This design comes from an exercise in tuning for small area, a short achievable clock period and few clock cycles per item on the open sky130 flow, not from production work.
RTL that was checked went through simulation tests only; none was proved equivalent to the original.

alpha:
## ex_mem_top
module ex_mem_top #(
    parameter int DMEM_WORDS = 16
) (
    input  logic        clk_in,
    input  logic        reset,
    input  logic        rdy_in,
    input  logic [3:0]  issue_cmd,
    input  logic [31:0] issue_pc,
    input  logic [31:0] issue_rs1,
    input  logic [31:0] issue_rs2,
    input  logic [31:0] issue_imm,
    input  logic [4:0]  issue_rd,
    input  logic        issue_strobe,
    output logic        ex_busy,
    output logic [4:0]  wb_rd,
    output logic [31:0] wb_data,
    output logic        wb_strobe,
    output logic        branch_taken,
    output logic [31:0] branch_target
);
    localparam logic [3:0] C_ADD = 4'd0;
    localparam logic [3:0] C_SUB = 4'd1;
    localparam logic [3:0] C_AND = 4'd2;
    localparam logic [3:0] C_OR  = 4'd3;
    localparam logic [3:0] C_XOR = 4'd4;
    localparam logic [3:0] C_SLT = 4'd5;
    localparam logic [3:0] C_SLL = 4'd6;
    localparam logic [3:0] C_SRL = 4'd7;
    localparam logic [3:0] C_BEQ = 4'd8;
    localparam logic [3:0] C_BNE = 4'd9;
    localparam logic [3:0] C_LW  = 4'd10;
    localparam logic [3:0] C_SW  = 4'd11;
    assign ex_busy = !rdy_in;
    logic accept;
    assign accept = issue_strobe && rdy_in;
    logic        d_br, d_sll, d_inv, d_wb, d_taken;
    logic [31:0] rs1_rev;
    logic [5:0]  d_addr;
    logic [3:0]  d_tt;
    always_comb begin
        for (int i = 0; i < 32; i++) rs1_rev[i] = issue_rs1[31-i];
        d_br    = (issue_cmd == C_BEQ) || (issue_cmd == C_BNE);
        d_sll   = (issue_cmd == C_SLL);
        d_inv   = (issue_cmd == C_SUB) || (issue_cmd == C_SLT);
        d_wb    = (issue_cmd <= C_SRL) || (issue_cmd == C_LW);
  ...
clock: 5.0 ns
lec_check: 0
cap_margin: 20
core_margin: 2
core_utilization: 40
setup_slack_margin: 2.7
slew_margin: 20
tns_end_percent: 100
run.sh (not shown) runs the stock make flow with config.mk's settings and CLKGATE_MAP_FILE= SYNTH_SCRIPT=/design/flow/synth_recipe.tcl, a recipe that flattens the netlist after the stock synthesis.
What beta does differently from alpha at the input level:
- an added ABC_CLOCK_PERIOD_IN_PS of 2500
==> comparison <==
Cell count after synthesis: alpha vs beta identical
beta against alpha: worst clock skew level, cell count level.
No run of this note included a check of the RTL's function; only the layout flow was run.

---

Another version of the RTL of ex_mem_top (not shown whole).
Size: about 2,000 cells after synthesis, roughly 650 flip-flops, roughly 0.028 mm^2 of cells after synthesis.
// ex_mem_top
module ex_mem_top #(
    parameter int DMEM_WORDS = 16
) (
    input  logic        clk_in,
    input  logic        reset,
    input  logic        rdy_in,
    input  logic [3:0]  issue_cmd,
    input  logic [31:0] issue_pc,
    input  logic [31:0] issue_rs1,
    input  logic [31:0] issue_rs2,
    input  logic [31:0] issue_imm,
    input  logic [4:0]  issue_rd,
    input  logic        issue_strobe,
    output logic        ex_busy,
    output logic [4:0]  wb_rd,
    output logic [31:0] wb_data,
    output logic        wb_strobe,
    output logic        branch_taken,
    output logic [31:0] branch_target
);
    localparam logic [3:0] C_ADD = 4'd0;
    localparam logic [3:0] C_SUB = 4'd1;
    localparam logic [3:0] C_AND = 4'd2;
    localparam logic [3:0] C_OR  = 4'd3;
    localparam logic [3:0] C_XOR = 4'd4;
    localparam logic [3:0] C_SLT = 4'd5;
    localparam logic [3:0] C_SLL = 4'd6;
    localparam logic [3:0] C_SRL = 4'd7;
    localparam logic [3:0] C_BEQ = 4'd8;
    localparam logic [3:0] C_BNE = 4'd9;
    localparam logic [3:0] C_LW  = 4'd10;
    localparam logic [3:0] C_SW  = 4'd11;
    assign ex_busy = !rdy_in;
    logic accept;
    assign accept = issue_strobe && rdy_in;
    logic        d_br, d_sll, d_shift, d_inv, d_sw, d_wb, d_taken;
    logic [31:0] d_rs1, d_a, d_b;
    logic [5:0]  d_addr;
    always_comb begin
        d_br    = (issue_cmd == C_BEQ) || (issue_cmd == C_BNE);
        d_sll   = (issue_cmd == C_SLL);
        d_shift = (issue_cmd == C_SLL) || (issue_cmd == C_SRL);
        d_inv   = (issue_cmd == C_SUB) || (issue_cmd == C_SLT);
        d_sw    = (issue_cmd == C_SW);
        d_wb    = (issue_cmd <= C_SRL) || (issue_cmd == C_LW);
        d_taken = ((issue_rs1 == issue_rs2) == (issue_cmd == C_BEQ)) && d_br;
        d_addr  = issue_rs1[5:0] + issue_imm[5:0];
        for (int i = 0; i < 32; i++) d_rs1[i] = d_sll ? issue_rs1[31-i] : issue_rs1[i];
        if (d_shift && issue_rs2[4]) d_rs1 = {16'd0, d_rs1[31:16]};
  ...
Settings: LEC_CHECK=0, CAP_MARGIN=20, CORE_MARGIN=2, CORE_UTILIZATION=65, CTS_CLUSTER_DIAMETER=60, CTS_CLUSTER_SIZE=20, SETUP_SLACK_MARGIN=2.8, SLEW_MARGIN=20, TNS_END_PERCENT=100; clock period 5.0 ns.
Testbench counts at the start, summed over its fixed seeds: cycles 16,016, ops 16,000.
Change:
==> flow/flow/run.sh (new file) <==
#!/bin/bash
# Standard ORFS layout (the standard.sh, unchanged synthesis), with two
# make settings: the port buffers start as buf_1 (the resizer may still
# upsize them), and clock tree synthesis inserts no dummy loads.
set -euo pipefail
bash standard.sh \
  BUFFER_PORTS_ARGS="-buffer_cell sky130_fd_sc_hd__buf_1" \
  CTS_ARGS="-sink_clustering_enable -repair_clock_nets -sink_clustering_size 16 -sink_clustering_max_diameter 50 -buf_list sky130_fd_sc_hd__clkbuf_8 -dont_use_dummy_load" \
  MATCH_CELL_FOOTPRINT=0 \
  finish > standard_make.log 2>&1
==> flow/standard.sh (new file) <==
#!/bin/bash
# synth_recipe.tcl (not shown) runs the flow's synth.tcl, then flattens the netlist and writes it again
# the make line also repeats each setting of config.mk as NAME=value (left out here)
make -C /OpenROAD-flow-scripts/flow DESIGN_CONFIG=/design/flow/config.mk WORK_HOME=/design/flow/orfs CLKGATE_MAP_FILE= SYNTH_SCRIPT=/design/flow/synth_recipe.tcl "${@:-finish}"
- CORE_UTILIZATION: 65 -> 60
- CTS_BUF_LIST: default -> sky130_fd_sc_hd__clkbuf_8
- CTS_CLUSTER_DIAMETER: 60 -> 50
- CTS_CLUSTER_SIZE: 20 -> 16
- SETUP_SLACK_MARGIN: 2.8 -> 2.7
removed: flow/run.sh
Outcome: First-iteration DRC count falls by 15%; critical path depth came out lower by 2; worst setup slack is better by 0.090 ns.
Change:
==> flow/flow/run.sh (replaced) <==
#!/bin/bash
set -euo pipefail
bash standard.sh \
  BUFFER_PORTS_ARGS="-buffer_cell sky130_fd_sc_hd__buf_1" \
  CTS_ARGS="-sink_clustering_enable -repair_clock_nets -sink_clustering_size 22 -sink_clustering_max_diameter 50 -buf_list sky130_fd_sc_hd__clkbuf_16 -dont_use_dummy_load" \
  MATCH_CELL_FOOTPRINT=0 \
  finish > standard_make.log 2>&1
=>
- The changed run finished with timing, DRC and antenna clean
- global-route usage drops by 0.21 points
- via count went up by 0.33%
- utilization climbs by 1.2 points
- register-to-register slack is about the same

==> separate check: timing with driven ports <==
Ports are ideal in the flow. The routed layouts listed here were re-timed in OpenROAD. Step 1 (the two cells are an assumption about what drives the block):
set clk [get_ports {clk_in}]
set_driving_cell -lib_cell sky130_fd_sc_hd__clkbuf_16 $clk
set_driving_cell -lib_cell sky130_fd_sc_hd__buf_2 [delete_from_list [all_inputs] $clk]
Step 2 times the ports against the registers' clock, not the clock port: input delays grow and output delays shrink by t, the midpoint of the rising clock arrivals with the driver on. Slacks: ideal ports / drivers / drivers and shift; pairs: ideal ports / drivers.
| run | t, ns | setup slack, ns | worst data-port slew with drivers (ns) |
|---|---|---|---|
| alpha | 0.678 | 1.723 / 1.723 / 1.723 | 0.10 |
| beta | 0.678 | 1.723 / 1.723 / 1.723 | 0.10 |
| the first run of note 2 | 0.668 | 2.524 / 2.524 / 2.152 | 0.06 |
| the second run of note 2 | 0.710 | 2.615 / 2.573 / 2.093 | 0.05 |
| the third run of note 2 | 0.636 | 2.611 / 2.611 / 2.074 | 0.05 |
After both steps setup and hold are still met in every run listed. For the third run of note 2, which loses most, drivers alone change the setup slack by 0.000 ns; drivers and shift together by -0.537 ns.
